This design comes from an exercise in tuning for small area, a short achievable clock period and few clock cycles on the open sky130 flow, not from production work.
Function was checked by simulation only, so behaviour that the tests miss may differ from the original.
Power and IR drop assume default switching activity.

--- constraint.sdc ---
create_clock -name core_clock -period 10.0 [get_ports {clk}]
set_input_delay 2.0000 -clock core_clock [delete_from_list [all_inputs] [get_ports {clk}]]
set_output_delay 2.0000 -clock core_clock [all_outputs]
set_load 0.01 [all_outputs]
--- design.v ---
package dpu_pkg;
    typedef logic [8-1:0] addr_t;
    typedef logic [4-1:0]  dim_t;
    typedef enum logic [2:0] {
        CMD_WRITE     = 3'd0,
        CMD_RUN_LAYER = 3'd1,
        CMD_READ      = 3'd2,
        CMD_SET_LAYER = 3'd3,
        CMD_RUN_ALL   = 3'd4
    } cmd_op_e;
    typedef struct packed {
        cmd_op_e    op;
        addr_t      addr;
        logic [7:0] data;
    } cmd_t;
    typedef enum logic [1:0] {
        LK_NONE,
        LK_MAXPOOL,
        LK_SPLIT
    } layer_kind_e;
    typedef struct packed {
        layer_kind_e kind;
        dim_t        c_in;
        dim_t        c_out;
        dim_t        h_in;
        dim_t        w_in;
        dim_t        h_out;
        dim_t        w_out;
    } layer_desc_t;
    typedef struct packed {
        logic              valid;
        logic              bank;
        logic              we;
        addr_t             addr;
        logic signed [7:0] wdata;
    } fmap_req_t;
    typedef enum logic [1:0] {
        SQ_IDLE,
        SQ_POOL,
        SQ_SPLIT
    } seq_state_e;
    typedef enum logic [2:0] {
        CS_IDLE,
        CS_ACK,
        CS_READ_WAIT,
        CS_RUN,
        CS_FINISH
    } ctrl_state_e;
endpackage
`timescale 1ns/100ps
module dpu_top (
    input  logic          clk,
    input  logic          rst_n,
    input  logic          cmd_valid,
    input  logic [2:0]    cmd_op,
    input  logic [7:0]    cmd_addr,
    input  logic [7:0]    cmd_data,
    output logic          cmd_ready,
    output logic          rsp_valid,
    output logic [7:0]    rsp_data,
    output logic          busy,
    output logic          done,
    output logic [1:0]    current_layer
);
    function automatic [7:0] smax(input [7:0] a, input [7:0] b);
        logic gt;
        gt = 1'b0;
        for (int i = 0; i < 7; i++) begin
            gt = (a[i] & ~b[i]) | ((a[i] | ~b[i]) & gt);
        end
        gt = (~a[7] & b[7]) | ((~a[7] | b[7]) & gt);
        smax = gt ? a : b;
    endfunction
    localparam logic [1:0] EM_L1AB = 2'd0;
    localparam logic [1:0] EM_L2AB = 2'd1;
    localparam logic [1:0] EM_L0BA = 2'd2;
    localparam logic [1:0] EM_L2BA = 2'd3;
    localparam logic [1:0] ES_INIT = 2'd0;
    localparam logic [1:0] ES_RD   = 2'd1;
    localparam logic [1:0] ES_WAIT = 2'd2;
    localparam logic [1:0] ES_WR   = 2'd3;
    function automatic [7:0] eng_sa(input [1:0] mode, input [4:0] o, input [1:0] m);
        case (mode)
            EM_L1AB: eng_sa = {3'b001, o};
            EM_L0BA: eng_sa = {2'b00, o[3:2], m[1], o[1:0], m[0]};
            default: eng_sa = {3'b000, o[2], o[1], m[1], o[0], m[0]};
        endcase
    endfunction
    logic [3:0] h;
    wire  [3:0] hn = h + 4'd1;
    wire        h6 = (h[2:0] == 3'd6);
    wire        h7 = (h[2:0] == 3'd7);
    always_ff @(posedge clk or negedge rst_n) begin
        if (!rst_n) h <= 4'd8;
        else        h <= hn;
    end
    logic [2047:0] ra;    
    logic [511:0]  rb;    
    logic       c_valid;        
    logic       c_isrd;
    logic [7:0] c_addr;         
    logic [7:0] c_data;
    logic       r_b;            
    logic       rdy_run;        
    logic       rdy_c;          
    logic       cur_bank;
    logic       st_wait, st_fast, st_copy, st_eng, st_nop;
    logic       k_fast, k_copy, k_eng, k_nop;    
    logic       rt_all;
    logic [1:0] e_mode;
    logic       cp_on;          
    logic [4:0] e_o;
    logic [1:0] e_m;
    logic [1:0] e_st;
    logic       e_rv;
    logic       e_first;
    logic [7:0] acc;
    wire rdy_i     = rdy_run & rdy_c;
    wire acc_cmd   = cmd_valid & rdy_i;
    wire in_wr     = (cmd_op == 3'd0);
    wire in_rd     = (cmd_op == 3'd2);
    wire in_set    = (cmd_op == 3'd3);
    wire in_all    = (cmd_op == 3'd4);
    wire in_run    = (cmd_op == 3'd1) | in_all;
    wire c_al      = (c_addr[2:0] == h[2:0]);
    wire c_wr_ok   = c_al & ((c_addr[7:5] == 3'd0) ? ~cp_on : (c_addr[3] == h[3]));
    wire c_rd_ok   = r_b | c_al;
    wire c_comp    = c_valid & (c_isrd ? c_rd_ok : c_wr_ok);
    wire host_wr   = c_valid & ~c_isrd & c_wr_ok;
    wire host_rd   = c_valid & c_isrd & c_rd_ok;
    wire e_srca    = (e_mode == EM_L1AB) | (e_mode == EM_L2AB);
    wire e_last_m  = (e_mode == EM_L1AB) | (e_m == 2'd3);
    wire e_last_o  = (e_mode == EM_L1AB) ? (e_o == 5'd31) :
                     (e_mode == EM_L0BA) ? (e_o == 5'd15) : (e_o == 5'd7);
    wire e_rd_ok   = r_b | c_al;
    wire e_wr_ok   = e_srca | c_al;
    wire e_rd      = st_eng & (e_st == ES_RD) & e_rd_ok;
    wire e_wr      = st_eng & (e_st == ES_WR) & e_wr_ok;
    wire e_wr_a    = e_wr & ~e_srca;
    wire e_wr_b    = e_wr & e_srca;
    wire eng_fin   = e_wr & e_last_o;
    wire [7:0] tap_i = {c_addr[7:4], c_addr[3] ^ h[3], 3'b000};    
    wire [7:0] rd_a  = ra[tap_i * 8 +: 8];
    wire [7:0] rd_b  = rb[c_addr[5:0] * 8 +: 8];
    always_ff @(posedge clk) begin
        rsp_data <= r_b ? rd_b : rd_a;
    end
    logic kin_fast, kin_copy, kin_eng, kin_nop;
    logic [1:0] mode_in;
    always_comb begin
        kin_fast = in_all;
        kin_copy = 1'b0;
        kin_eng  = 1'b0;
        kin_nop  = 1'b0;
        mode_in  = EM_L1AB;
        if (!in_all) begin
            case (current_layer)
                2'd0: begin kin_eng = cur_bank; kin_fast = ~cur_bank; mode_in = EM_L0BA; end
                2'd1: begin kin_copy = cur_bank; kin_eng = ~cur_bank; mode_in = EM_L1AB; end
                2'd2: begin kin_eng = 1'b1; mode_in = cur_bank ? EM_L2BA : EM_L2AB; end
                default: kin_nop = 1'b1;
            endcase
        end
    end
    wire run_acc   = acc_cmd & in_run;
    wire kn_align  = run_acc ? (kin_fast | kin_copy) : (k_fast | k_copy);
    wire cp_busy_n = (cp_on & ~h7) | (st_fast & rt_all & h7);
    wire go_n      = ~cp_busy_n & (~kn_align | (hn[2:0] == 3'd0));
    wire start_w   = st_wait & go_n;
    wire st_wait_n = run_acc ? ~go_n : (st_wait & ~go_n);
    wire st_fast_n = run_acc ? (go_n & kin_fast) : ((start_w & k_fast) | (st_fast & ~h7));
    wire st_copy_n = run_acc ? (go_n & kin_copy) : ((start_w & k_copy) | (st_copy & ~h7));
    wire st_eng_n  = run_acc ? (go_n & kin_eng)  : ((start_w & k_eng)  | (st_eng & ~eng_fin));
    wire st_nop_n  = run_acc ? (go_n & kin_nop)  : (start_w & k_nop);
    wire done_d    = ((st_fast | st_copy) & h6) | eng_fin | st_nop;
    wire run_n     = st_wait_n | st_fast_n | st_copy_n | st_eng_n | st_nop_n;
    wire cp_on_n   = cp_busy_n | st_copy_n;
    wire       cur_bank_n = (acc_cmd & in_all) ? 1'b1 : (run_acc ? ~cur_bank : cur_bank);
    wire [1:0] mode_n     = run_acc ? mode_in : e_mode;
    wire       r_b_n      = st_eng_n ? ((mode_n == EM_L0BA) | (mode_n == EM_L2BA)) : cur_bank_n;
    wire       n_from_in  = acc_cmd & (in_wr | in_rd);
    wire       n_from_old = ~rdy_i & c_valid & ~c_comp;
    wire [7:0] n_addr     = n_from_in ? cmd_addr : c_addr;
    wire       n_isrd     = n_from_in ? in_rd : c_isrd;
    wire       n_valid    = n_from_in | n_from_old;
    wire       n_al       = (n_addr[2:0] == hn[2:0]);
    wire       n_wal      = n_al & ((n_addr[7:5] == 3'd0) ? ~cp_on_n : (n_addr[3] == hn[3]));
    wire       n_comp     = n_isrd ? (cur_bank | n_al) : n_wal;
    wire       run_blk_d  = run_acc | (run_n & ~done_d);
    wire       cfree_d    = ~n_valid | n_comp;
    always_ff @(posedge clk or negedge rst_n) begin
        if (!rst_n) begin
            cmd_ready     <= 1'b0;
            rdy_run       <= 1'b0;
            rdy_c         <= 1'b0;
            rsp_valid     <= 1'b0;
            busy          <= 1'b0;
            done          <= 1'b0;
            current_layer <= 2'd0;
            cur_bank      <= 1'b0;
            r_b           <= 1'b0;
            c_valid       <= 1'b0;
            st_wait       <= 1'b0;
            st_fast       <= 1'b0;
            st_copy       <= 1'b0;
            st_eng        <= 1'b0;
            st_nop        <= 1'b0;
            k_fast        <= 1'b0;
            k_copy        <= 1'b0;
            k_eng         <= 1'b0;
            k_nop         <= 1'b0;
            rt_all        <= 1'b0;
            e_mode        <= EM_L1AB;
            cp_on         <= 1'b0;
            e_o           <= 5'd0;
            e_m           <= 2'd0;
            e_st          <= ES_INIT;
            e_rv          <= 1'b0;
            e_first       <= 1'b0;
        end else begin
            cmd_ready <= ~run_blk_d & cfree_d;
            rdy_run   <= ~run_blk_d;
            rdy_c     <= cfree_d;
            rsp_valid <= host_rd;
            busy      <= run_n & ~done_d;
            done      <= done_d;
            st_wait   <= st_wait_n;
            st_fast   <= st_fast_n;
            st_copy   <= st_copy_n;
            st_eng    <= st_eng_n;
            st_nop    <= st_nop_n;
            cp_on     <= cp_on_n;
            cur_bank  <= cur_bank_n;
            r_b       <= r_b_n;
            if (rdy_i) c_valid <= cmd_valid & (in_wr | in_rd);
            else       c_valid <= c_valid & ~c_comp;
            if (acc_cmd & in_set) current_layer <= cmd_data[1:0];
            if (acc_cmd & in_all) current_layer <= 2'd2;
            if (run_acc) begin
                k_fast <= kin_fast;
                k_copy <= kin_copy;
                k_eng  <= kin_eng;
                k_nop  <= kin_nop;
                rt_all <= in_all;
                e_mode <= mode_in;
            end
            if (!st_eng) begin
                e_o     <= 5'd0;
                e_m     <= 2'd0;
                e_st    <= ES_INIT;
                e_rv    <= 1'b0;
            end else begin
                e_rv <= 1'b0;
                case (e_st)
                    ES_INIT: e_st <= ES_RD;
                    ES_RD: if (e_rd_ok) begin
                        e_rv    <= 1'b1;
                        e_first <= (e_m == 2'd0);
                        if (e_last_m) begin
                            e_m  <= 2'd0;
                            e_st <= ES_WAIT;
                        end else begin
                            e_m <= e_m + 2'd1;
                        end
                    end
                    ES_WAIT: e_st <= ES_WR;
                    default: if (e_wr_ok) begin
                        e_o  <= e_o + 5'd1;
                        e_st <= ES_RD;
                    end
                endcase
            end
        end
    end
    always_ff @(posedge clk) begin
        if (rdy_i) begin
            c_isrd <= in_rd;
            c_addr <= cmd_addr;
            c_data <= cmd_data;
        end else if (st_eng) begin
            case (e_st)
                ES_INIT: c_addr <= eng_sa(e_mode, e_o, e_m);
                ES_RD:   if (e_rd_ok) c_addr <= e_last_m ? {3'b000, e_o} : eng_sa(e_mode, e_o, e_m + 2'd1);
                ES_WR:   if (e_wr_ok) c_addr <= eng_sa(e_mode, e_o + 5'd1, 2'd0);
                default: ;
            endcase
        end
        if (e_rv) acc <= e_first ? rsp_data : smax(acc, rsp_data);
    end
    wire       wa_v    = host_wr | e_wr_a;
    wire [7:0] wa_addr = c_addr;
    wire [7:0] wa_data = st_eng ? acc : c_data;
    genvar r, k;
    generate
        for (r = 0; r < 16; r++) begin : g_ring
            wire sel    = wa_v & (wa_addr[7:4] == r);
            wire ins0   = sel & (wa_addr[3] == h[3]);
            wire ins8   = sel & (wa_addr[3] != h[3]);
            logic [7:0] d0, d8;
            if (r < 2) begin : g_cp
                wire [7:0] lo = rb[(32 + 16*r + h[2:0]) * 8 +: 8];
                wire [7:0] hi = rb[(40 + 16*r + h[2:0]) * 8 +: 8];
                assign d0 = cp_on ? (h[3] ? hi : lo) : (ins0 ? wa_data : ra[(16*r + 0) * 8 +: 8]);
                assign d8 = cp_on ? (h[3] ? lo : hi) : (ins8 ? wa_data : ra[(16*r + 8) * 8 +: 8]);
            end else begin : g_nocp
                assign d0 = ins0 ? wa_data : ra[(16*r + 0) * 8 +: 8];
                assign d8 = ra[(16*r + 8) * 8 +: 8];
            end
            for (k = 0; k < 16; k++) begin : g_pos
                if (k == 15) begin : g_in0
                    always_ff @(posedge clk) ra[(16*r + k) * 8 +: 8] <= d0;
                end else if (k == 7) begin : g_in8
                    always_ff @(posedge clk) ra[(16*r + k) * 8 +: 8] <= d8;
                end else begin : g_sh
                    always_ff @(posedge clk) ra[(16*r + k) * 8 +: 8] <= ra[(16*r + k + 1) * 8 +: 8];
                end
            end
        end
    endgenerate
    wire fast_on = st_fast;
    logic [127:0] uo;
    generate
        for (r = 0; r < 16; r++) begin : g_unit
            wire [7:0] m0 = smax(ra[(16*r + 0) * 8 +: 8], ra[(16*r + 1) * 8 +: 8]);
            wire [7:0] m1 = smax(ra[(16*r + 8) * 8 +: 8], ra[(16*r + 9) * 8 +: 8]);
            if (r < 8) begin : g_byp
                assign uo[r*8 +: 8] = st_eng ? acc : smax(m0, m1);
            end else begin : g_nobyp
                assign uo[r*8 +: 8] = smax(m0, m1);
            end
        end
    endgenerate
    logic [63:0] p2;
    generate
        for (r = 0; r < 8; r++) begin : g_p2
            localparam int BASE = 32 + 16 * (r / 4) + 8 * ((r / 2) % 2) + 2 * (r % 2);
            assign p2[r*8 +: 8] = smax(smax(rb[(BASE + 0) * 8 +: 8], rb[(BASE + 1) * 8 +: 8]),
                                       smax(rb[(BASE + 4) * 8 +: 8], rb[(BASE + 5) * 8 +: 8]));
        end
    endgenerate
    genvar b;
    generate
        for (b = 0; b < 64; b++) begin : g_b
            wire en_fast = fast_on & ~h[0] & (h[2:1] == b % 4) & ~(rt_all & (b < 8));
            wire en_p2   = fast_on & rt_all & (b < 8) & (h[1:0] == 2'b11) & (h[2] == b % 2);
            wire en_eng  = e_wr_b & (c_addr[5:0] == b);
            wire [7:0] d = ((b < 8) & rt_all) ? p2[(b % 8) * 8 +: 8] : uo[(b / 4) * 8 +: 8];
            always_ff @(posedge clk) begin
                if (en_fast | en_p2 | en_eng) rb[b * 8 +: 8] <= d;
            end
        end
    endgenerate
endmodule
--- run.sh ---
#!/bin/bash
# synth_recipe.tcl (not shown) runs the flow's synth.tcl, then flattens the netlist and writes it again
# the make line also repeats each setting of config.mk as NAME=value (left out here)
make -C /OpenROAD-flow-scripts/flow DESIGN_CONFIG=/design/flow/config.mk WORK_HOME=/design/flow/orfs CLKGATE_MAP_FILE= SYNTH_SCRIPT=/design/flow/synth_recipe.tcl finish
--- config.mk ---
export PLATFORM = sky130hd
export DESIGN_NAME = dpu_top
export DESIGN_NICKNAME = dpu_top
export VERILOG_FILES = /design/flow/design.v
export SDC_FILE = /design/flow/constraint.sdc
export NUM_CORES = 4
export LEC_CHECK = 0
export CAP_MARGIN = 20
export CORE_MARGIN = 2
export CORE_UTILIZATION = 50
export CTS_CLUSTER_DIAMETER = 80
export CTS_CLUSTER_SIZE = 28
export SETUP_SLACK_MARGIN = 5
export SLEW_MARGIN = 20
==> impl_metrics.json, run 1 <==
{
  "seq_area_um2": 58300,
  "synth_edf_count": 537,
  "cts_buffer_depth": 3,
  "skew_ns": 0.0549,
  "crit_required_ns": 10.60,
  "grt_start_max_net_pins": 98,
  "startpoint_type": "flop",
  "outcome": "timing/DRC/antenna clean",
  "min_path_type": "flop to flop",
  "end_kind": "flop",
  "grt-ovfl-total": 0,
  "rsz0062_at_grt": "yes",
  "placedCellCount": 8957,
  "yosysTopAreaCellShare": 0.465,
  "rows": 154,
  "finalHoldViolCount": 0,
  "cts_tree": "built",
  "synth_area_per_cell_um2": 13.2,
  "crit_top_cell": "maj3_2",
  "slew_violations": 0,
  "max_stage_delay_ns": 0.43,
  "multiInputGateArea_um2": 28400,
  "die_h_um": 425,
  "fin_nets": 6780,
  "worst_pin_slew_ns": 1.12,
  "drive_above_1_share": 0.117,
  "portBuffers": 35,
  "final_cells": 9152,
  "num_io_pins": 36,
  "synth_seq_cells": 2632,
  "h-tree-depth": 3,
  "syn-num-nets": 6754,
  "syn_inst": 6720,
  "synth_area_leaders": "dfxtp_1 47%, edfxtp_1 18%, mux4_2 8.6%",
  "cap_violations": 0,
  "worstSetupPathType": "flop to flop",
  "hold_buffers": 0,
  "drc": 0,
  "min_period_ns": 4.81,
  "maxSlewHeadroom": 0.253,
  "worst-path-max-fanout": 12,
  "cp.arrival_ns": 5.41,
  "via_per_inst": 5.81,
  "grt_pass1_vias": 49790,
  "root_buffer": "clkbuf_16",
  "worstSkewPairLatency_ns": 0.82,
  "synth_most_common_cell": "dfxtp_1",
  "p_leak_nw": 35.2,
  "cp_num_cells": 15,
  "first_pass_iters": 8,
  "synthArstFlopShare": 0.0148,
  "min_path_cells": 0,
  "drtIter0Drc": 5487,
  "critPathTopFamily": "adder cells",
  "cts_sinks": 2632,
  "cp_slowest_cell": "maj3_2",
  "fin_crit_sh": 0.481,
  "synth_flop_cell": "dfxtp_1",
  "finalSetupTns_ns": 0,
  "cts.clk_slew.worst_paths_ns": 0.10,
  "synth_warnings": 1,
  "globalplace.congestion": 0.973,
  "vias": 53145,
  "critPathBufInv": 1,
  "wl_um": 236000,
  "fin_ws_ns": 5.19,
  "crit_path_cell_trace": "nor2b_1 -> maj3_2 -> maj3_2 -> maj3_2 -> maj3_2 -> a21o_1 -> maj3_2 -> mux2_4 -> o32ai_1 -> o31ai_1 -> maj3_2 -> maj3_2 -> a221oi_4 -> buf_12 -> mux2i_2",
  "place_ws_ns": 4.61,
  "clock.fmax_ghz": 0.208,
  "yosysTopAreaCell": "dfxtp_1",
  "route.antenna.remaining_nets": 0,
  "die-area_um2": 180000,
  "initial_core_util": 0.503,
  "antenna_found_initial": 10,
  "synth_cell_types": 98,
  "synthTopCellsByCount": "2056 x dfxtp_1, 537 x edfxtp_1, 400 x nand2_1",
  "regToRegSetupSlack_ns": 5.19,
  "wl_per_cell_um": 25.8,
  "synth-seq-area-share": 0.659,
  "reg2reg_depth": 15,
  "die_width_um": 425,
  "synth.cell_area_um2": 88500,
  "grt_pass1_wl_um": 344000,
  "pwr_density_cell_nw_per_um2": 245,
  "place_hpwl_um": 172000,
  "numCtsBuffers": 121,
  "core_region_area_um2": 176000,
  "finalSetupViolations": 0,
  "gr-usage-all-layers": 0.259,
  "nFillCells": 14506,
  "syn2layout_area_growth_pct": 8.41,
  "vdd.ir_drop.worst_mv": 0.215
}
==> through the flow <==
stage                     power (mW)   util  hold slack, ns  cell area [um2]
after global routing            24.3  0.545           0.304            95900
after CTS                       23.5  0.544           0.315            95700
after detailed placement        17.7  0.522           0.312            91800
after floorplan                 15.4      -           0.310            88500
after global placement          17.7  0.522           0.310            91800
final                           23.5  0.545           0.298            95900
==> timing repair <==
| action | 4_1_cts | 5_1_grt |
|---|---|---|
| setup buffers | 0 | 4 |
| gates cloned | 0 | 0 |
| pin swaps | 0 | 2 |
| resized for setup | 5 | 27 |
| setup endpoints to repair | 11 | 104 |
==> report_power, final <==
part	internal, mW	switching (mW)	leakage [nW]
sequential	11.6	0.495	22.1
clock	2.45	3.40	1.89
combinational	2.10	3.44	11.2
==> cell usage in the layout (no fill, tap or decap), types with 34 or more instances in the layout <==
cell type,count
nand3_1,83
a21o_1,52
maj3_1,162
mux2_2,79
nor2b_1,127
nand2b_1,135
buf_4,90
o221ai_1,44
o22ai_1,50
a31oi_1,41
a211oi_1,46
nor3_1,51
clkbuf_16,126
nor2_1,358
nand2_1,400
clkdlybuf4s50_1,34
o21ai_0,271
mux2i_1,239
dfxtp_1,2056
o21ai_1,51
mux4_2,339
a21oi_1,331
and2_1,35
inv_1,355
edfxtp_1,537
==> flip-flops by register name, summed over array words and instances (netlist names), 4 cells and up <==
register	count
c_data	8
h	4
c_addr	8
rb	512
ra	2048
acc	8
rsp_data	8
e_o	5
==> cell type report <==
type | instances | share of cell area
Antenna cell | 1 | 0.0000261
Clock buffer | 142 | 0.0335
Clock inverter | 46 | 0.00712
Inverter | 357 | 0.0140
Multi-Input combinational cell | 3505 | 0.296
Sequential cell | 2632 | 0.608
Tap cell | 2340 | 0.0305
Timing Repair Buffer | 129 | 0.0114
==> final timing paths <==
kind                                       start                 end
max in group asynchronous                  rst_n      h[3]$_DFF_PN1_
worst max register to register  ra[1600]$_DFF_P_   rb[387]$_DFFE_PP_
worst min-delay path            ra[1631]$_DFF_P_    ra[1623]$_DFF_P_
worst max-delay path            ra[1600]$_DFF_P_   rb[387]$_DFFE_PP_
worst min register to register  ra[1631]$_DFF_P_    ra[1623]$_DFF_P_
min in group asynchronous                  rst_n  e_o[4]$_DFFE_PN0P_
==> cell families (layout without fill, tap and decap cells) <==
| family | Yosys count | in the layout | share of synthesized area |
|---|---|---|---|
| flops | 2632 | 2632 | 0.659 |
| mux | 687 | 687 | 0.127 |
| compound gates | 1276 | 1276 | 0.0939 |
| fa+ha+maj | 184 | 184 | 0.0213 |
| buf+inv | 583 | 674 | 0.0249 |
| other cells | 0 | 1 | 0 |
| simple gates | 1339 | 1339 | 0.0724 |
| xor+xnor | 19 | 19 | 0.00188 |
==> metal layers <==
layer | vias up | track usage | share of wire
li1 | 24312 | - | -
met1 | 26481 | 0.373 | 0.45
met2 | 1993 | 0.396 | 0.44
met3 | 357 | 0.0465 | 0.073
met4 | 2 | 0.0868 | 0.038
met5 | - | 0 | 0.000055
Testbench counts, summed over its fixed seeds: cycles 8,776.
==> run 2, diff against run 1 <==
==> flow/run.sh (new file) <==
#!/bin/bash
set -euo pipefail
export SETUP_SLACK_MARGIN=6.5
bash standard.sh synth > synth.log 2>&1
bash standard.sh > layout.log 2>&1
==> standard.sh (new file) <==
#!/bin/bash
# synth_recipe.tcl (not shown) runs the flow's synth.tcl, then flattens the netlist and writes it again
# the make line also repeats each setting of config.mk as NAME=value (left out here)
make -C /OpenROAD-flow-scripts/flow DESIGN_CONFIG=/design/flow/config.mk WORK_HOME=/design/flow/orfs CLKGATE_MAP_FILE= SYNTH_SCRIPT=/design/flow/synth_recipe.tcl "${@:-finish}"
--- a/config.mk
+++ b/config.mk
@@ -11,4 +11,3 @@
 export CTS_CLUSTER_DIAMETER = 80
 export CTS_CLUSTER_SIZE = 28
-export SETUP_SLACK_MARGIN = 5
 export SLEW_MARGIN = 20
removed: run.sh
==> run 2 against run 1 <==
  * Still clean on timing, DRC and antenna
  * Register-to-register slack improved by 0.32 ns
  * Critical path depth did not move
  * Hold slack improved by 0.016 ns
  * Global-route usage rose by 1.3 points
  * Flip-flop and latch count did not move
  * Die area did not move
  * Fmax rose by 7.2%
  * Critical path type unchanged
==> impl_metrics.json, run 2 <==
{
  "root_buffer": "clkbuf_16",
  "synthArstFlopShare": 0.0148,
  "pwr-share-seq": 0.477,
  "synthXorXnorAreaFrac": 0.00188,
  "worst_pin_slew_ns": 1.23,
  "rsz0062_at_grt": "yes",
  "endpoint": "rb[400]$_DFFE_PP_",
  "numCtsBuffers": 131,
  "p_clk_frac": 0.245,
  "gr-usage-all-layers": 0.272,
  "synth_seq_cells": 2632,
  "cts_tree": "built",
  "largest_reg_flops": 2048,
  "largest-register": "ra",
  "skew_ns": 0.0345,
  "first_pass_iters": 6,
  "synth.cell_area_um2": 88500,
  "vias": 56311,
  "synthAdderAreaFrac": 0.0213,
  "grt-ovfl-total": 0,
  "fin_crit_sh": 0.448,
  "r2r_end": "rb[400]$_DFFE_PP_",
  "rows": 154,
  "cts.clk_slew.worst_paths_ns": 0.10,
  "reg2reg_depth": 15,
  "yosysTopAreaCellShare": 0.465,
  "wl_um": 250000,
  "synth-seq-area-share": 0.659,
  "antenna_found_initial": 18,
  "placedCellCount": 8960,
  "grt_start_max_net_pins": 137,
  "synth_cell_types": 98,
  "wl_per_cell_um": 26.0,
  "clock.fmax_ghz": 0.223,
  "die_h_um": 425,
  "synthTopCellsByCount": "2056 x dfxtp_1, 537 x edfxtp_1, 400 x nand2_1",
  "mostFrequentLayoutCells": "1928 x dfxtp_1, 537 x edfxtp_1, 394 x buf_4",
  "core_region_area_um2": 176000,
  "finalSetupViolations": 0,
  "min_period_ns": 4.48,
  "via_per_inst": 5.86,
  "cts_sinks": 2632,
  "synthMuxAreaShare": 0.127,
  "synth_area_per_cell_um2": 13.2,
  "worstSkewPairLatency_ns": 0.85,
  "switching_share": 0.318,
  "crit_start": "ra[1600]$_DFF_P_",
  "comb_power_share": 0.278,
  "finalHoldViolCount": 0,
  "synth_flop_cell": "dfxtp_1",
  "drc": 0,
  "min_path_type": "flop to flop",
  "initial_core_util": 0.503,
  "synth_top_family_by_area": "multiplexers",
  "power.internal_mw": 17.3,
  "outcome": "timing/DRC/antenna clean",
  "vdd.ir_drop.worst_mv": 0.226,
  "globalplace.congestion": 0.948,
  "startpoint_type": "flop",
  "synth_edf_count": 537,
  "cp.arrival_ns": 5.15,
  "finalSetupTns_ns": 0,
  "place_ws_ns": 5.09,
  "cts_buffer_depth": 3,
  "slew_violations": 0,
  "rr_startpoint": "ra[1600]$_DFF_P_",
  "fin_nets": 7230,
  "drtIter0Drc": 5475,
  "worstSetupPathType": "flop to flop",
  "cap_violations": 0,
  "num_io_pins": 36,
  "final_cells": 9612,
  "end_kind": "flop",
  "h-tree-depth": 4,
  "syn_inst": 6720,
  "fin_hold_ws_ns": 0.315,
  "synth-compound-area-share": 0.0939,
  "die_width_um": 425,
  "pwr_density_cell_nw_per_um2": 240,
  "layout_commonest_cell": "dfxtp_1",
  "grt_pass1_wl_um": 360000,
  "portBuffers": 35,
  "drive_above_1_share": 0.288,
  "crit_required_ns": 10.67,
  "synth_area_leaders": "dfxtp_1 47%, edfxtp_1 18%, mux4_2 8.6%",
  "switchingPower_mw": 8.08,
  "grt_pass1_vias": 53329,
  "place_hpwl_um": 170000,
  "synth_warnings": 1,
  "yosysTopAreaCell": "dfxtp_1",
  "synth_most_common_cell": "dfxtp_1",
  "regToRegSetupSlack_ns": 5.52,
  "synthSimpleGateAreaFrac": 0.0724,
  "nFillCells": 13637,
  "fin_ws_ns": 5.52,
  "route.antenna.remaining_nets": 0,
  "p_leak_nw": 38.8,
  "syn2layout_area_growth_pct": 19.5,
  "maxSlewHeadroom": 0.177,
  "hold_buffers": 0,
  "syn-num-nets": 6754,
  "reg_top3": "ra x2048, rb x512",
  "worst-path-max-fanout": 5,
  "die-area_um2": 180000
}
[run 2: cell type report]
| cell class | count | area [um2] | share of cell area |
|---|---|---|---|
| Timing Repair Buffer | 561 | 5120 | 0.0484 |
| Inverter | 357 | 1350 | 0.0128 |
| Tap cell | 2340 | 2930 | 0.0277 |
| Multi-Input combinational cell | 3513 | 33400 | 0.316 |
| Antenna cell | 3 | 7.51 | 0.0000710 |
| Sequential cell | 2632 | 58600 | 0.554 |
| Clock inverter | 61 | 903 | 0.00855 |
| Clock buffer | 145 | 3380 | 0.0320 |
[run 2: power by group through the flow]
stage	registers (mW)	logic (mW)	clock network (mW)
finish	12.1	7.04	6.23
global route	12.2	7.29	6.77
CTS	12.1	6.50	6.38
detailed placement	12.3	5.46	0
global placement	12.3	5.42	0
floorplan	12.0	3.60	0
[run 2: repair_timing]
| item | 4_1_cts | 5_1_grt |
|---|---|---|
| gates resized for setup | 885 | 329 |
| endpoints found under the setup margin | 941 | 634 |
| pin swaps | 271 | 194 |
| cloned | 13 | 3 |
| buffers inserted | 330 | 97 |
[run 2: kinds of logic after synthesis]
family          after synthesis
compound gates             1276
xor+xnor                     19
fa+ha+maj                   184
buf+inv                     583
flops                      2632
mux                         687
simple gates               1339
[run 2: how the worst min path moves through the flow]
| stage | start | to | slack (ns) | cells past startpoint |
|---|---|---|---|---|
| 2_1_floorplan | ra[1008]$_DFF_P_ | ra[1000]$_DFF_P_ | 0.31 | 0 |
| 3_3_place_gp | ra[295]$_DFF_P_ | ra[287]$_DFF_P_ | 0.31 | 0 |
| 3_5_place_dp | ra[1012]$_DFF_P_ | ra[1004]$_DFF_P_ | 0.31 | 0 |
| 4_1_cts | ra[1565]$_DFF_P_ | ra[1557]$_DFF_P_ | 0.31 | 0 |
| 5_1_grt | ra[860]$_DFF_P_ | ra[852]$_DFF_P_ | 0.31 | 0 |
| 6_report | ra[860]$_DFF_P_ | ra[852]$_DFF_P_ | 0.31 | 0 |
[run 2: critical path, stage by stage, from the launching register on]
cell	delay [ns]
dfxtp_2	0.33
nor2b_4	0.11
maj3_2	0.30
maj3_2	0.30
maj3_2	0.31
maj3_2	0.32
a21o_1	0.16
maj3_2	0.35
mux2_4	0.34
o32ai_4	0.28
o31ai_2	0.08
maj3_2	0.31
maj3_2	0.34
a221oi_4	0.33
buf_12	0.18
mux2i_4	0.26
[run 2: stage by stage]
| step | total power [mW] | instance area [um2] | util |
|---|---|---|---|
| after CTS | 25.0 | 103000 | 0.587 |
| after global placement | 17.7 | 92700 | 0.527 |
| after detailed placement | 17.8 | 92700 | 0.527 |
| final | 25.4 | 106000 | 0.601 |
| after floorplan | 15.6 | 89600 | - |
| after global routing | 26.2 | 106000 | 0.601 |
[run 2: metal layers]
metal / vias up / part of all wire / GRT usage
met3: 549 / 0.072 / 0.0481
li1: 25299 / - / -
met1: 28176 / 0.42 / 0.373
met4: 16 / 0.053 / 0.129
met2: 2271 / 0.45 / 0.421
met5: - / 0.00064 / 0.00344
==> run 3, diff against run 2 <==
--- a/design.v
+++ b/design.v
@@ -64,10 +64,21 @@
 );
     function automatic [7:0] smax(input [7:0] a, input [7:0] b);
-        logic gt;
-        gt = 1'b0;
-        for (int i = 0; i < 7; i++) begin
-            gt = (a[i] & ~b[i]) | ((a[i] | ~b[i]) & gt);
+        logic [7:0] g, l;
+        logic [3:0] g1, l1;
+        logic [1:0] g2, l2;
+        logic       gt;
+        g = a & ~b;
+        l = ~a & b;
+        g[7] = ~a[7] & b[7];
+        l[7] = a[7] & ~b[7];
+        for (int i = 0; i < 4; i++) begin
+            g1[i] = g[2*i+1] | (~l[2*i+1] & g[2*i]);
+            l1[i] = l[2*i+1] | (~g[2*i+1] & l[2*i]);
         end
-        gt = (~a[7] & b[7]) | ((~a[7] | b[7]) & gt);
+        for (int i = 0; i < 2; i++) begin
+            g2[i] = g1[2*i+1] | (~l1[2*i+1] & g1[2*i]);
+            l2[i] = l1[2*i+1] | (~g1[2*i+1] & l1[2*i]);
+        end
+        gt = g2[1] | (~l2[1] & g2[0]);
         smax = gt ? a : b;
     endfunction
@@ -126,7 +137,10 @@
     wire c_wr_ok   = c_al & ((c_addr[7:5] == 3'd0) ? ~cp_on : (c_addr[3] == h[3]));
     wire c_rd_ok   = r_b | c_al;
-    wire c_comp    = c_valid & (c_isrd ? c_rd_ok : c_wr_ok);
-    wire host_wr   = c_valid & ~c_isrd & c_wr_ok;
-    wire host_rd   = c_valid & c_isrd & c_rd_ok;
+    logic       c_wr_go, c_rd_go;
+    logic [15:0] hw0;           
+    logic [1:0]  hw8;           
+    wire c_comp    = c_wr_go | c_rd_go;
+    wire host_wr   = c_wr_go;
+    wire host_rd   = c_rd_go;
     wire e_srca    = (e_mode == EM_L1AB) | (e_mode == EM_L2AB);
     wire e_last_m  = (e_mode == EM_L1AB) | (e_m == 2'd3);
@@ -189,4 +203,6 @@
     wire       run_blk_d  = run_acc | (run_n & ~done_d);
     wire       cfree_d    = ~n_valid | n_comp;
+    wire       n_wr_go    = n_valid & ~n_isrd & n_wal;
+    wire       n_rd_go    = n_valid & n_isrd & (cur_bank | n_al);
     always_ff @(posedge clk or negedge rst_n) begin
         if (!rst_n) begin
@@ -195,4 +211,8 @@
             rdy_c         <= 1'b0;
             rsp_valid     <= 1'b0;
+            c_wr_go       <= 1'b0;
+            c_rd_go       <= 1'b0;
+            hw0           <= 16'd0;
+            hw8           <= 2'd0;
             busy          <= 1'b0;
             done          <= 1'b0;
@@ -223,4 +243,8 @@
             rdy_c     <= cfree_d;
             rsp_valid <= host_rd;
+            c_wr_go   <= n_wr_go;
+            c_rd_go   <= n_rd_go;
+            for (int i = 0; i < 16; i++) hw0[i] <= n_wr_go & (n_addr[7:4] == i) & (n_addr[3] == hn[3]);
+            for (int i = 0; i < 2; i++)  hw8[i] <= n_wr_go & (n_addr[7:4] == i) & (n_addr[3] != hn[3]);
             busy      <= run_n & ~done_d;
             done      <= done_d;
@@ -288,5 +312,4 @@
         if (e_rv) acc <= e_first ? rsp_data : smax(acc, rsp_data);
     end
-    wire       wa_v    = host_wr | e_wr_a;
     wire [7:0] wa_addr = c_addr;
     wire [7:0] wa_data = st_eng ? acc : c_data;
@@ -294,7 +317,6 @@
     generate
         for (r = 0; r < 16; r++) begin : g_ring
-            wire sel    = wa_v & (wa_addr[7:4] == r);
-            wire ins0   = sel & (wa_addr[3] == h[3]);
-            wire ins8   = sel & (wa_addr[3] != h[3]);
+            wire ins0   = hw0[r] | ((r == 0) & e_wr_a & (wa_addr[3] == h[3]));
+            wire ins8   = (r < 2) & (hw8[r % 2] | ((r == 0) & e_wr_a & (wa_addr[3] != h[3])));
             logic [7:0] d0, d8;
             if (r < 2) begin : g_cp
==> flow/run.sh (replaced) <==
#!/bin/bash
set -euo pipefail
export SETUP_SLACK_MARGIN=6.0
bash standard.sh synth > synth.log 2>&1
bash standard.sh > layout.log 2>&1
==> run 3 against run 2 <==
  * Die area increased by 0.59%
  * Combinational power down 25%
  * Register-to-register slack better by 0.41 ns
  * Via count is 5.4% lower
  * Non-clock buffer count shrank 193
  * Clock-buffer cell count is 1 higher
  * Clock skew grew 0.0088 ns
  * Global-route usage fell by 1.3 points
  * Worst setup slack gained 0.41 ns
  * Synthesized cell count decreased by 1.1%
  * Wire length down 4.1%
  * Fmax grew 10%
  * Critical path type unchanged
  * Largest power group unchanged
==> impl_metrics.json, run 3 <==
{
  "synth_flop_cell": "dfxtp_1",
  "antenna_found_initial": 12,
  "p_leak_nw": 37.6,
  "rsz0062_at_grt": "yes",
  "synth.cell_area_um2": 89000,
  "endpoint": "rb[72]$_DFFE_PP_",
  "reg_top3": "ra x2048, rb x512, hw0 x16",
  "grt_start_max_net_pins": 138,
  "synthArstFlopShare": 0.0222,
  "synth_cell_types": 97,
  "nFillCells": 14006,
  "max_stage_delay_ns": 0.33,
  "outcome": "timing/DRC/antenna clean",
  "min_path_type": "flop to flop",
  "regToRegSetupSlack_ns": 5.93,
  "crit_top_cell": "maj3_2",
  "syn_inst": 6649,
  "worstSkewPairLatency_ns": 0.85,
  "finalSetupViolations": 0,
  "reg2reg_depth": 15,
  "layout_commonest_cell": "dfxtp_1",
  "worst-path-max-fanout": 6,
  "synth-seq-area-share": 0.660,
  "cp_slowest_cell": "dfxtp_2",
  "hold_buffers": 0,
  "finalSetupTns_ns": 0,
  "syn-num-nets": 6683,
  "place_area_um2": 92400,
  "yosysTopAreaCellShare": 0.463,
  "pwr_density_cell_nw_per_um2": 226,
  "drtIter0Drc": 5418,
  "switchingPower_mw": 6.90,
  "core_region_area_um2": 176000,
  "largest-register": "ra",
  "critPathBufInv": 3,
  "die-area_um2": 181000,
  "synthTopCellsByCount": "2056 x dfxtp_1, 537 x edfxtp_1, 373 x inv_1",
  "pwr-share-seq": 0.503,
  "crit_start": "ra[264]$_DFF_P_",
  "clock.fmax_ghz": 0.246,
  "vdd.ir_drop.worst_mv": 0.236,
  "slew_violations": 0,
  "drc": 0,
  "cts.clk_slew.worst_paths_ns": 0.10,
  "wl_um": 240000,
  "skew_ns": 0.0433,
  "r2r_end": "rb[72]$_DFFE_PP_",
  "rows": 154,
  "cap_violations": 0,
  "grt-ovfl-total": 0,
  "crit_path_cell_trace": "nand2b_4 -> maj3_2 -> maj3_2 -> maj3_2 -> maj3_2 -> maj3_2 -> o21ai_4 -> mux2_4 -> buf_4 -> nand2_1 -> nand4_1 -> buf_4 -> a31oi_4 -> buf_6 -> o211ai_1",
  "synth_area_leaders": "dfxtp_1 46%, edfxtp_1 18%, mux4_2 8.3%",
  "maxSlewHeadroom": 0.173,
  "synth_area_per_cell_um2": 13.4,
  "startpoint_type": "flop",
  "finalHoldViolCount": 0,
  "die_h_um": 426,
  "end_kind": "flop",
  "via_per_inst": 5.70,
  "power.internal_mw": 16.3,
  "grt_pass1_vias": 50250,
  "worst_pin_slew_ns": 1.24,
  "switching_share": 0.298,
  "synth_warnings": 1,
  "synth_most_common_cell": "dfxtp_1",
  "globalplace.congestion": 0.955,
  "initial_core_util": 0.504,
  "num_io_pins": 36,
  "cp.arrival_ns": 4.54,
  "numCtsBuffers": 132,
  "finalInstanceArea_um2": 103000,
  "mostFrequentLayoutCells": "1997 x dfxtp_1, 537 x edfxtp_1, 373 x inv_1",
  "comb_power_share": 0.229,
  "route.antenna.remaining_nets": 0,
  "cts_buffer_depth": 3,
  "h-tree-depth": 4,
  "crit_required_ns": 10.46,
  "largest_reg_flops": 2048,
  "gr-usage-all-layers": 0.259,
  "fin_nets": 6966,
  "vias": 53273,
  "fin_crit_sh": 0.407,
  "root_buffer": "clkbuf_16",
  "first_pass_iters": 6,
  "die_width_um": 426,
  "p_clk_frac": 0.269,
  "rr_startpoint": "ra[264]$_DFF_P_",
  "synth_seq_cells": 2652,
  "min_period_ns": 4.07,
  "synth_edf_count": 537,
  "place_hpwl_um": 172000,
  "drive_above_1_share": 0.230,
  "yosysTopAreaCell": "dfxtp_1",
  "cp_num_cells": 15,
  "worstSetupPathType": "flop to flop",
  "syn2layout_area_growth_pct": 15.3,
  "portBuffers": 35,
  "wl_per_cell_um": 25.7,
  "cts_sinks": 2652,
  "cts_tree": "built",
  "critPathTopFamily": "adder cells",
  "grt_pass1_wl_um": 342000
}
run 3: cell types whose count changed in the layout (fill, tap and decap cells not counted), sizes merged, moves of 17 or more:
cell,previous run,this run
a211oi,49,25
a21oi,334,309
buf,532,333
dfrtp,38,58
inv,393,413
maj3,173,236
mux2i,255,321
nand2,401,327
nand2b,135,152
nor2,364,335
run 3: worst min path at each step:
stage / to / start / slack (ns) / depth (start not counted)
after global routing: ra[1301]$_DFF_P_ / ra[1309]$_DFF_P_ / 0.31 / 0
after global placement: ra[154]$_DFF_P_ / ra[162]$_DFF_P_ / 0.31 / 0
after CTS: ra[1301]$_DFF_P_ / ra[1309]$_DFF_P_ / 0.31 / 0
final: ra[1301]$_DFF_P_ / ra[1309]$_DFF_P_ / 0.31 / 0
after detailed placement: ra[1388]$_DFF_P_ / ra[1396]$_DFF_P_ / 0.31 / 0
after floorplan: ra[1000]$_DFF_P_ / ra[1008]$_DFF_P_ / 0.31 / 0
run 3: layout make-up:
type	count	area [um2]	share of cell area
well taps	2340	2930	0.0285
repair buffers	368	3270	0.0319
inverters	373	1400	0.0137
clock inverters	64	841	0.00820
clock buffers	146	3490	0.0340
flip-flops and latches	2652	58900	0.574
diodes	1	2.50	0.0000244
multi-input cells	3405	31700	0.309
run 3: through the flow:
step / power, mW / utilization / hold WS, ns / std cells / setup slack (ns)
6_report: 23.2 / 0.581 / 0.308 / 9349 / 5.93
5_1_grt: 23.9 / 0.581 / 0.305 / 9348 / 5.80
4_1_cts: 22.9 / 0.566 / 0.306 / 9225 / 5.90
3_5_place_dp: 16.4 / 0.523 / 0.312 / 8885 / 4.90
3_3_place_gp: 16.4 / 0.523 / 0.309 / 8884 / 4.95
2_1_floorplan: 14.6 / - / 0.310 / 6649 / 5.93
run 3: timing repair:
item,4_1_cts,5_1_grt
gates resized for setup,467,380
cloned,8,2
pin swaps,118,183
endpoints found under the setup margin,506,477
setup buffers,122,121
run 3: power groups by stage:
stage	registers, mW	clock network, mW	logic [mW]
after detailed placement	11.9	0	4.49
after floorplan	11.7	0	2.85
after CTS	11.7	6.39	4.86
after global placement	11.9	0	4.46
after global routing	11.7	6.76	5.49
final	11.7	6.23	5.30
run 3: cells by family (layout without fill, tap and decap cells):
logic type / Yosys count / after routing / synth area share
mux: 750 / 750 / 0.132
buf+inv: 600 / 951 / 0.0256
compound gates: 1183 / 1187 / 0.0873
flops: 2652 / 2652 / 0.660
other cells: 0 / 1 / 0
simple gates: 1199 / 1201 / 0.0648
fa+ha+maj: 246 / 248 / 0.0282
xor+xnor: 19 / 19 / 0.00187
run 3: per-layer routing:
metal  wire length [um]  up-vias  track usage
li1                   -    24417            -
met2             110000     1822        0.409
met5                 30        -            0
met4              12600        4        0.119
met3              15600      443       0.0414
met1             102000    26587        0.353
Testbench counts of run 3, summed over its fixed seeds: cycles 8,776.
==> run 4, diff against run 3 <==
--- a/design.v
+++ b/design.v
@@ -154,6 +154,7 @@
     wire e_wr_b    = e_wr & e_srca;
     wire eng_fin   = e_wr & e_last_o;
-    wire [7:0] tap_i = {c_addr[7:4], c_addr[3] ^ h[3], 3'b000};    
-    wire [7:0] rd_a  = ra[tap_i * 8 +: 8];
+    wire [7:0] rd_a0 = ra[{c_addr[7:4], 4'd0} * 8 +: 8];
+    wire [7:0] rd_a8 = ra[{c_addr[7:4], 4'd8} * 8 +: 8];
+    wire [7:0] rd_a  = (c_addr[3] ^ h[3]) ? rd_a8 : rd_a0;
     wire [7:0] rd_b  = rb[c_addr[5:0] * 8 +: 8];
     always_ff @(posedge clk) begin
@@ -201,6 +202,14 @@
     wire       n_wal      = n_al & ((n_addr[7:5] == 3'd0) ? ~cp_on_n : (n_addr[3] == hn[3]));
     wire       n_comp     = n_isrd ? (cur_bank | n_al) : n_wal;
-    wire       run_blk_d  = run_acc | (run_n & ~done_d);
-    wire       cfree_d    = ~n_valid | n_comp;
+    wire       run_hold   = (st_wait | ((st_fast | st_copy) & ~h7) | (st_eng & ~eng_fin)) & ~done_d;
+    wire       in_al      = (cmd_addr[2:0] == hn[2:0]);
+    wire       new_ok     = in_wr ? (in_al & ((cmd_addr[7:5] == 3'd0) ? ~cp_on_n : (cmd_addr[3] == hn[3]))) :
+                            in_rd ? (cur_bank | in_al) : 1'b1;
+    wire       old_al     = (c_addr[2:0] == hn[2:0]);
+    wire       old_ok     = c_isrd ? (cur_bank | old_al)
+                                   : (old_al & ((c_addr[7:5] == 3'd0) ? ~cp_on_n : (c_addr[3] == hn[3])));
+    wire       hold_free  = rdy_i | ~c_valid | c_comp | old_ok;
+    wire       run_blk_d  = run_hold | (acc_cmd & in_run);
+    wire       cfree_d    = acc_cmd ? new_ok : hold_free;
     wire       n_wr_go    = n_valid & ~n_isrd & n_wal;
     wire       n_rd_go    = n_valid & n_isrd & (cur_bank | n_al);
==> flow/run.sh (replaced) <==
#!/bin/bash
set -euo pipefail
export SETUP_SLACK_MARGIN=6.4
bash standard.sh synth > synth.log 2>&1
bash standard.sh > layout.log 2>&1
==> run 4 against run 3 <==
  * Cell count up 1.3%
  * Critical path depth down 2
  * Critical endpoint is now rb[426]$_DFFE_PP_
  * Largest power group unchanged
  * Worst setup slack better by 0.24 ns
  * Critical path type unchanged
  * Die area up 0.13%
==> impl_metrics.json, run 4 <==
{
  "outcome": "timing/DRC/antenna clean",
  "vias": 55233,
  "synth_cell_types": 101,
  "cp.arrival_ns": 4.42,
  "layout_commonest_cell": "dfxtp_1",
  "fin_crit_sh": 0.384,
  "rsz0062_at_grt": "yes",
  "grt_pass1_wl_um": 350000,
  "syn_inst": 6730,
  "synthMuxAreaShare": 0.125,
  "worst-path-max-fanout": 5,
  "hold_buffers": 0,
  "final_cells": 9466,
  "yosysTopAreaCell": "dfxtp_1",
  "nFillCells": 13809,
  "synth_edf_count": 537,
  "route.antenna.remaining_nets": 0,
  "syn2layout_area_growth_pct": 16.7,
  "syn-num-nets": 6764,
  "drtIter0Drc": 5598,
  "wl_um": 247000,
  "regToRegSetupSlack_ns": 6.16,
  "antenna_found_initial": 4,
  "synth_seq_cells": 2652,
  "multiInputGateArea_um2": 33200,
  "fin_hold_ws_ns": 0.292,
  "cts_buffer_depth": 3,
  "yosysTopAreaCellShare": 0.462,
  "finalSetupViolations": 0,
  "min_period_ns": 3.84,
  "crit_start": "ra[1736]$_DFF_P_",
  "synth_top_family_by_area": "multiplexers",
  "gr-usage-all-layers": 0.264,
  "min_path_cells": 0,
  "synth_area_per_cell_um2": 13.2,
  "power.internal_mw": 16.8,
  "maxSlewHeadroom": 0.177,
  "die_h_um": 426,
  "grt-ovfl-total": 0,
  "critPathBufInv": 1,
  "place_ws_ns": 4.63,
  "crit_required_ns": 10.59,
  "pwr-share-seq": 0.497,
  "end_kind": "flop",
  "switchingPower_mw": 7.71,
  "wl_per_cell_um": 26.1,
  "worst_pin_slew_ns": 1.23,
  "p_clk_frac": 0.237,
  "synth_area_leaders": "dfxtp_1 46%, edfxtp_1 18%, mux4_2 8.1%",
  "synth_flop_cell": "dfxtp_1",
  "root_buffer": "clkbuf_16",
  "h-tree-depth": 3,
  "cp_num_cells": 13,
  "vdd.ir_drop.worst_mv": 0.196,
  "critPathTopFamily": "compound AO/OA/AOI/OAI gates",
  "reg_top3": "ra x2048, rb x512, hw0 x16",
  "worstSetupPathType": "flop to flop",
  "crit_top_cell": "maj3_2",
  "crit_path_cell_trace": "nand2b_4 -> maj3_2 -> maj3_2 -> maj3_2 -> o2111ai_4 -> o2bb2ai_4 -> mux2i_4 -> a211oi_4 -> a2111oi_2 -> or3_4 -> a211o_4 -> buf_12 -> mux2i_4",
  "placedCellCount": 8960,
  "cp_slowest_cell": "or3_4",
  "die_width_um": 426,
  "grt_pass1_vias": 51170,
  "switching_share": 0.315,
  "finalSetupTns_ns": 0,
  "finalHoldViolCount": 0,
  "synthAdderAreaFrac": 0.0234,
  "startpoint_type": "flop",
  "synth_warnings": 1,
  "cts.clk_slew.worst_paths_ns": 0.10,
  "synth-seq-area-share": 0.659,
  "drc": 0,
  "reg2reg_depth": 13,
  "skew_ns": 0.0608,
  "min_path_type": "flop to flop",
  "synthTopCellsByCount": "2056 x dfxtp_1, 537 x edfxtp_1, 352 x inv_1",
  "first_pass_iters": 6,
  "place_hpwl_um": 173000,
  "comb_power_share": 0.266,
  "rr_startpoint": "ra[1736]$_DFF_P_",
  "largest-register": "ra",
  "p_leak_nw": 37.7,
  "fin_ws_ns": 6.16,
  "cts_tree": "built",
  "mostFrequentLayoutCells": "1959 x dfxtp_1, 537 x edfxtp_1, 348 x inv_1",
  "endpoint": "rb[426]$_DFFE_PP_",
  "synthXorXnorAreaFrac": 0.00226,
  "die-area_um2": 182000,
  "place_area_um2": 92500,
  "r2r_end": "rb[426]$_DFFE_PP_",
  "clock.fmax_ghz": 0.261,
  "grt_start_max_net_pins": 75,
  "synth.cell_area_um2": 89100,
  "synth_most_common_cell": "dfxtp_1",
  "via_per_inst": 5.83,
  "numCtsBuffers": 118,
  "worstSkewPairLatency_ns": 0.86,
  "largest_reg_flops": 2048,
  "fin_nets": 7092,
  "max_stage_delay_ns": 0.40,
  "seq_area_um2": 59000,
  "num_io_pins": 36,
  "portBuffers": 35,
  "core_region_area_um2": 177000,
  "synthArstFlopShare": 0.0222,
  "finalInstanceArea_um2": 104000,
  "pwr_density_cell_nw_per_um2": 235,
  "rows": 154,
  "synth-compound-area-share": 0.0952,
  "initial_core_util": 0.504,
  "cap_violations": 0,
  "drive_above_1_share": 0.257,
  "globalplace.congestion": 0.948,
  "synthSimpleGateAreaFrac": 0.0705,
  "slew_violations": 0,
  "cts_sinks": 2652
}
[run 4: changes by cell type in the layout (fill, tap and decap cells not counted), sizes merged, moves of 19 or more]
cell    change
o31ai      +19
a21o       -34
maj3       -44
a211oi     +26
nand2      +23
mux2i      -55
nand3      +26
buf        +65
a21boi     +19
inv        -34
[run 4: worst min path at each step]
stage / end / start
2_1_floorplan: ra[1000]$_DFF_P_ / ra[1008]$_DFF_P_
3_5_place_dp: ra[1103]$_DFF_P_ / ra[1111]$_DFF_P_
4_1_cts: ra[337]$_DFF_P_ / ra[345]$_DFF_P_
6_report: ra[337]$_DFF_P_ / ra[345]$_DFF_P_
5_1_grt: ra[1067]$_DFF_P_ / ra[1075]$_DFF_P_
3_3_place_gp: ra[665]$_DFF_P_ / ra[673]$_DFF_P_
[run 4: kinds of logic (layout without fill, tap and decap cells)]
kind of cell | after synthesis | count (layout)
flip-flops | 2652 | 2652
AND/OR/NAND/NOR | 1299 | 1300
AO/OA/AOI/OAI | 1281 | 1283
multiplexers | 694 | 694
buffers and inverters | 578 | 969
adder cells (fa/ha/maj) | 203 | 204
XOR/XNOR | 23 | 23
other | 0 | 1
[run 4: routing by layer]
| metal | wire length (um) | vias to the layer above | GRT usage |
|---|---|---|---|
| li1 | - | 24979 | - |
| met1 | 107000 | 27655 | 0.371 |
| met2 | 112000 | 2115 | 0.412 |
| met3 | 16600 | 482 | 0.0382 |
| met4 | 11700 | 2 | 0.107 |
| met5 | 16 | - | 0 |
[run 4: repair_timing]
item,in CTS,in global routing
cloned,3,3
endpoints found under the setup margin,753,618
buffers inserted,188,122
pin swaps,161,207
gates resized for setup,653,567
[run 4: layout make-up]
cell class,count,share of cell area
clock inverter,45,0.00645
tap,2340,0.0282
multi-input combinational,3504,0.319
timing repair buffer,428,0.0363
antenna,1,0.0000241
clock buffer,142,0.0300
sequential,2652,0.567
inverter,354,0.0128
[run 4: power groups by stage]
stage / Combinational (mW) / Clock (mW) / Sequential [mW]
finish: 6.50 / 5.80 / 12.2
CTS: 5.85 / 5.93 / 12.2
floorplan: 3.23 / 0 / 12.1
global placement: 5.05 / 0 / 12.4
detailed placement: 5.10 / 0 / 12.4
global route: 6.73 / 6.33 / 12.2
[run 4: through the flow]
step,power [mW],util
2_1_floorplan,15.4,-
3_3_place_gp,17.4,0.523
3_5_place_dp,17.5,0.523
4_1_cts,23.9,0.569
5_1_grt,25.3,0.589
6_report,24.5,0.589
Testbench counts of run 4, summed over its fixed seeds: cycles 8,776.
==> run 5, diff against run 4 <==
--- a/design.v
+++ b/design.v
@@ -63,9 +63,8 @@
     output logic [1:0]    current_layer
 );
-    function automatic [7:0] smax(input [7:0] a, input [7:0] b);
+    function automatic sgt(input [7:0] a, input [7:0] b);
         logic [7:0] g, l;
         logic [3:0] g1, l1;
         logic [1:0] g2, l2;
-        logic       gt;
         g = a & ~b;
         l = ~a & b;
@@ -80,6 +79,21 @@
             l2[i] = l1[2*i+1] | (~g1[2*i+1] & l1[2*i]);
         end
-        gt = g2[1] | (~l2[1] & g2[0]);
-        smax = gt ? a : b;
+        sgt = g2[1] | (~l2[1] & g2[0]);
+    endfunction
+    function automatic [7:0] smax(input [7:0] a, input [7:0] b);
+        smax = sgt(a, b) ? a : b;
+    endfunction
+    function automatic [2:0] pick4(input [7:0] a, input [7:0] b, input [7:0] c, input [7:0] d);
+        logic ab, cd, ac, ad, bc, bd;
+        ab = sgt(a, b);
+        cd = sgt(c, d);
+        ac = sgt(a, c);
+        ad = sgt(a, d);
+        bc = sgt(b, c);
+        bd = sgt(b, d);
+        pick4 = {ab ? (cd ? ac : ad) : (cd ? bc : bd), ab, cd};
+    endfunction
+    function automatic [7:0] sel4(input [2:0] p, input [7:0] a, input [7:0] b, input [7:0] c, input [7:0] d);
+        sel4 = p[2] ? (p[1] ? a : b) : (p[0] ? c : d);
     endfunction
     localparam logic [1:0] EM_L1AB = 2'd0;
@@ -351,12 +365,19 @@
     wire fast_on = st_fast;
     logic [127:0] uo;
+    logic [127:0] mx;
+    logic [47:0]  pk_u;    
+    logic [23:0]  pk_p;    
     generate
         for (r = 0; r < 16; r++) begin : g_unit
-            wire [7:0] m0 = smax(ra[(16*r + 0) * 8 +: 8], ra[(16*r + 1) * 8 +: 8]);
-            wire [7:0] m1 = smax(ra[(16*r + 8) * 8 +: 8], ra[(16*r + 9) * 8 +: 8]);
+            always_ff @(posedge clk) begin
+                pk_u[r*3 +: 3] <= pick4(ra[(16*r + 1) * 8 +: 8], ra[(16*r + 2) * 8 +: 8],
+                                        ra[(16*r + 9) * 8 +: 8], ra[(16*r + 10) * 8 +: 8]);
+            end
+            assign mx[r*8 +: 8] = sel4(pk_u[r*3 +: 3], ra[(16*r + 0) * 8 +: 8], ra[(16*r + 1) * 8 +: 8],
+                                           ra[(16*r + 8) * 8 +: 8], ra[(16*r + 9) * 8 +: 8]);
             if (r < 8) begin : g_byp
-                assign uo[r*8 +: 8] = st_eng ? acc : smax(m0, m1);
+                assign uo[r*8 +: 8] = st_eng ? acc : mx[r*8 +: 8];
             end else begin : g_nobyp
-                assign uo[r*8 +: 8] = smax(m0, m1);
+                assign uo[r*8 +: 8] = mx[r*8 +: 8];
             end
         end
@@ -366,6 +387,11 @@
         for (r = 0; r < 8; r++) begin : g_p2
             localparam int BASE = 32 + 16 * (r / 4) + 8 * ((r / 2) % 2) + 2 * (r % 2);
-            assign p2[r*8 +: 8] = smax(smax(rb[(BASE + 0) * 8 +: 8], rb[(BASE + 1) * 8 +: 8]),
-                                       smax(rb[(BASE + 4) * 8 +: 8], rb[(BASE + 5) * 8 +: 8]));
+            localparam int RING = 8 + 4 * (r / 4) + 2 * ((r / 2) % 2);
+            always_ff @(posedge clk) begin
+                pk_p[r*3 +: 3] <= pick4(rb[(BASE + 0) * 8 +: 8], mx[RING * 8 +: 8],
+                                        rb[(BASE + 4) * 8 +: 8], mx[(RING + 1) * 8 +: 8]);
+            end
+            assign p2[r*8 +: 8] = sel4(pk_p[r*3 +: 3], rb[(BASE + 0) * 8 +: 8], rb[(BASE + 1) * 8 +: 8],
+                                           rb[(BASE + 4) * 8 +: 8], rb[(BASE + 5) * 8 +: 8]);
         end
     endgenerate
==> run 5 against run 4 <==
  * Still clean on timing, DRC and antenna
  * Power down 4.4%
  * Flip-flop and latch count up 72
  * Sequential power up 3%
  * Sequential share of layout area up 2.4 points
  * Cell count up 3.5%
  * Design area down 2.0%
  * Clock-buffer cell count up 18
  * Largest power group unchanged
==> impl_metrics.json, run 5 <==
{
  "synth-compound-area-share": 0.0946,
  "cts_sinks": 2724,
  "hold_buffers": 0,
  "reg_top3": "ra x2048, rb x512, pk_u x48",
  "finalSetupViolations": 0,
  "worstSkewPairLatency_ns": 0.84,
  "syn_inst": 7245,
  "synthMuxAreaShare": 0.122,
  "fin_crit_sh": 0.360,
  "die_h_um": 438,
  "wl_per_cell_um": 25.6,
  "synth.cell_area_um2": 94200,
  "p_clk_frac": 0.273,
  "min_path_type": "flop to flop",
  "root_buffer": "clkbuf_16",
  "r2r_end": "pk_p[5]$_DFF_P_",
  "max_stage_delay_ns": 0.47,
  "die_width_um": 438,
  "portBuffers": 35,
  "core_region_area_um2": 188000,
  "synthArstFlopShare": 0.0217,
  "rsz0062_at_grt": "yes",
  "cts_tree": "built",
  "h-tree-depth": 4,
  "vdd.ir_drop.worst_mv": 0.193,
  "crit_start": "rsp_data[7]$_DFF_P_",
  "gr-usage-all-layers": 0.258,
  "regToRegSetupSlack_ns": 6.45,
  "drtIter0Drc": 6062,
  "globalplace.congestion": 0.931,
  "pwr-share-seq": 0.538,
  "clock.fmax_ghz": 0.278,
  "cp.arrival_ns": 1.60,
  "reg2reg_depth": 10,
  "endpoint": "rsp_data[7]",
  "comb_power_share": 0.188,
  "final_cells": 9795,
  "via_per_inst": 5.74,
  "place_hpwl_um": 183000,
  "grt_pass1_vias": 53939,
  "synth_seq_cells": 2724,
  "largest-register": "ra",
  "pwr_density_cell_nw_per_um2": 229,
  "switching_share": 0.296,
  "num_io_pins": 36,
  "rr_startpoint": "pk_u[26]$_DFF_P_",
  "end_kind": "output pin",
  "worst_pin_slew_ns": 1.14,
  "placedCellCount": 9557,
  "cts.clk_slew.worst_paths_ns": 0.11,
  "drive_above_1_share": 0.122,
  "finalSetupTns_ns": 0,
  "numCtsBuffers": 134,
  "route.antenna.remaining_nets": 0,
  "grt_pass1_wl_um": 365000,
  "slew_violations": 0,
  "mostFrequentLayoutCells": "2108 x dfxtp_1, 537 x edfxtp_1, 507 x inv_1",
  "wl_um": 251000,
  "critPathTopFamily": "flip-flops",
  "nFillCells": 15662,
  "synth_area_leaders": "dfxtp_1 45%, edfxtp_1 17%, mux4_2 7.4%",
  "cts_buffer_depth": 3,
  "initial_core_util": 0.502,
  "synthAdderAreaFrac": 0.0621,
  "antenna_found_initial": 11,
  "critPathBufInv": 1,
  "min_period_ns": 3.60,
  "cp_num_cells": 1,
  "synth_most_common_cell": "dfxtp_1",
  "yosysTopAreaCellShare": 0.452,
  "power.internal_mw": 16.5,
  "p_total_mw": 23.4,
  "skew_ns": 0.0319,
  "vias": 56245,
  "fin_hold_ws_ns": 0.315,
  "worst-path-max-fanout": 3,
  "crit_path_cell_trace": "clkbuf_2",
  "maxSlewHeadroom": 0.233,
  "syn-num-nets": 7279,
  "synth_cell_types": 90,
  "worstSetupPathType": "flop to output pin",
  "layout_commonest_cell": "dfxtp_1",
  "cp_slowest_cell": "dfxtp_1",
  "grt_start_max_net_pins": 137,
  "synthXorXnorAreaFrac": 0.00232,
  "crit_required_ns": 8.00,
  "p_leak_nw": 36.7,
  "drc": 0,
  "finalHoldViolCount": 0,
  "die-area_um2": 192000,
  "synth_area_per_cell_um2": 13.0,
  "outcome": "timing/DRC/antenna clean",
  "startpoint_type": "flop",
  "synthSimpleGateAreaFrac": 0.0471,
  "synth_edf_count": 537,
  "synth-seq-area-share": 0.639,
  "synthTopCellsByCount": "2128 x dfxtp_1, 537 x edfxtp_1, 508 x inv_1",
  "fin_nets": 7255,
  "synth_flop_cell": "dfxtp_1",
  "postLayoutCoreUtil": 0.543,
  "grt-ovfl-total": 0,
  "syn2layout_area_growth_pct": 8.17,
  "synth_warnings": 1,
  "synth_top_family_by_area": "multiplexers",
  "largest_reg_flops": 2048,
  "yosysTopAreaCell": "dfxtp_1",
  "rows": 159,
  "switchingPower_mw": 6.93,
  "first_pass_iters": 5,
  "cap_violations": 0
}
## run 5: cell types whose count changed in the layout (fill, tap and decap cells not counted), moves of 94 or more
cell / before / now
buf_4: 321 / 100
mux2i_4: 96 / 2
a21oi_1: 279 / 418
maj3_1: 126 / 482
inv_1: 348 / 507
mux2i_1: 122 / 327
dfxtp_1: 1959 / 2108
## run 5: routing by layer
| layer | vias up | track usage | wire length [um] |
|---|---|---|---|
| met5 | - | 0 | 12 |
| li1 | 25977 | - | - |
| met4 | 2 | 0.102 | 10800 |
| met1 | 28037 | 0.363 | 111000 |
| met2 | 1854 | 0.403 | 114000 |
| met3 | 375 | 0.0365 | 15100 |
## run 5: power groups by stage
| stage | Combinational (mW) | Clock [mW] | Sequential (mW) |
|---|---|---|---|
| 4_1_cts | 4.36 | 6.56 | 12.6 |
| 3_3_place_gp | 4.26 | 0 | 12.8 |
| 6_report | 4.40 | 6.39 | 12.6 |
| 3_5_place_dp | 4.30 | 0 | 12.8 |
| 5_1_grt | 4.61 | 6.93 | 12.7 |
| 2_1_floorplan | 2.91 | 0 | 12.4 |
## run 5: worst min path at each step
stage                          start                to  cells past startpoint
floorplan           ra[1008]$_DFF_P_  ra[1000]$_DFF_P_                      0
global placement    ra[1594]$_DFF_P_  ra[1586]$_DFF_P_                      0
detailed placement  ra[1978]$_DFF_P_  ra[1970]$_DFF_P_                      0
CTS                 ra[1433]$_DFF_P_  ra[1425]$_DFF_P_                      0
global route         ra[938]$_DFF_P_   ra[930]$_DFF_P_                      0
finish               ra[938]$_DFF_P_   ra[930]$_DFF_P_                      0
## run 5: logic make-up (layout without fill, tap and decap cells)
| logic type | after synthesis | after routing |
|---|---|---|
| AOI/OAI and AO/OA | 1412 | 1412 |
| xor gates and xnor gates | 25 | 25 |
| adders and majority gates | 572 | 572 |
| buffers and inverters | 812 | 862 |
| DFF | 2724 | 2724 |
| muxes | 743 | 743 |
| other | 0 | 5 |
| and+or+nand+nor | 957 | 957 |
## run 5: repair_timing
item,CTS,global route
cloned,1,0
pin swaps,6,3
gates resized for setup,82,33
setup endpoints to repair,124,72
setup buffers,7,15
## run 5: layout make-up
cell class,count,area [um2],share of cell area
antenna,5,12.5,0.000123
clock buffer,160,3660,0.0359
clock inverter,50,691,0.00678
inverter,511,1930,0.0189
multi-input combinational,3709,31100,0.305
sequential,2724,60300,0.591
tap,2495,3120,0.0306
timing repair buffer,141,1180,0.0115
## run 5: stage by stage
stage               setup slack [ns]  cell area (um2)
finish                          6.40           102000
global route                    6.18           102000
CTS                             6.15           102000
detailed placement              5.08            97200
global placement                5.09            97200
floorplan                       6.03            94300
Testbench counts of run 5, summed over its fixed seeds: cycles 8,776.

-- port drivers added, routing unchanged --
The flow's constraints put no driver on any port. The routed layouts listed below were extracted and timed again, unchanged, in two steps. Step 1: set_driving_cell puts a clkbuf_16 on clk and a buf_2 on each other input, an assumption about the parent block. Step 2 also shifts input and output timing later by t, the mid clock arrival at the registers, as if the neighbouring blocks saw the same clock. Slacks: ideal / step 1 / step 2; pairs: ideal / step 1.
run	t (ns)	setup WS [ns]	worst hold slack (ns)	worst setup path at the end	cell pins on the clock port's net
run 1	0.882	5.191 / 5.191 / 4.851	0.298 / 0.298 / 0.298	input to register	1
run 2	0.927	5.515 / 5.515 / 5.515	0.315 / 0.315 / 0.315	register to register	1
run 3	0.911	5.927 / 5.927 / 5.206	0.308 / 0.308 / 0.308	input to register	1
run 4	0.919	6.163 / 6.163 / 5.596	0.292 / 0.292 / 0.292	input to register	1
run 5	0.909	6.404 / 6.311 / 5.650	0.315 / 0.315 / 0.315	input to register	1
After both steps every run listed still meets setup and hold. The setup slack of run 5, which loses most, moves by -0.093 ns with the drivers and by -0.754 ns with both steps.
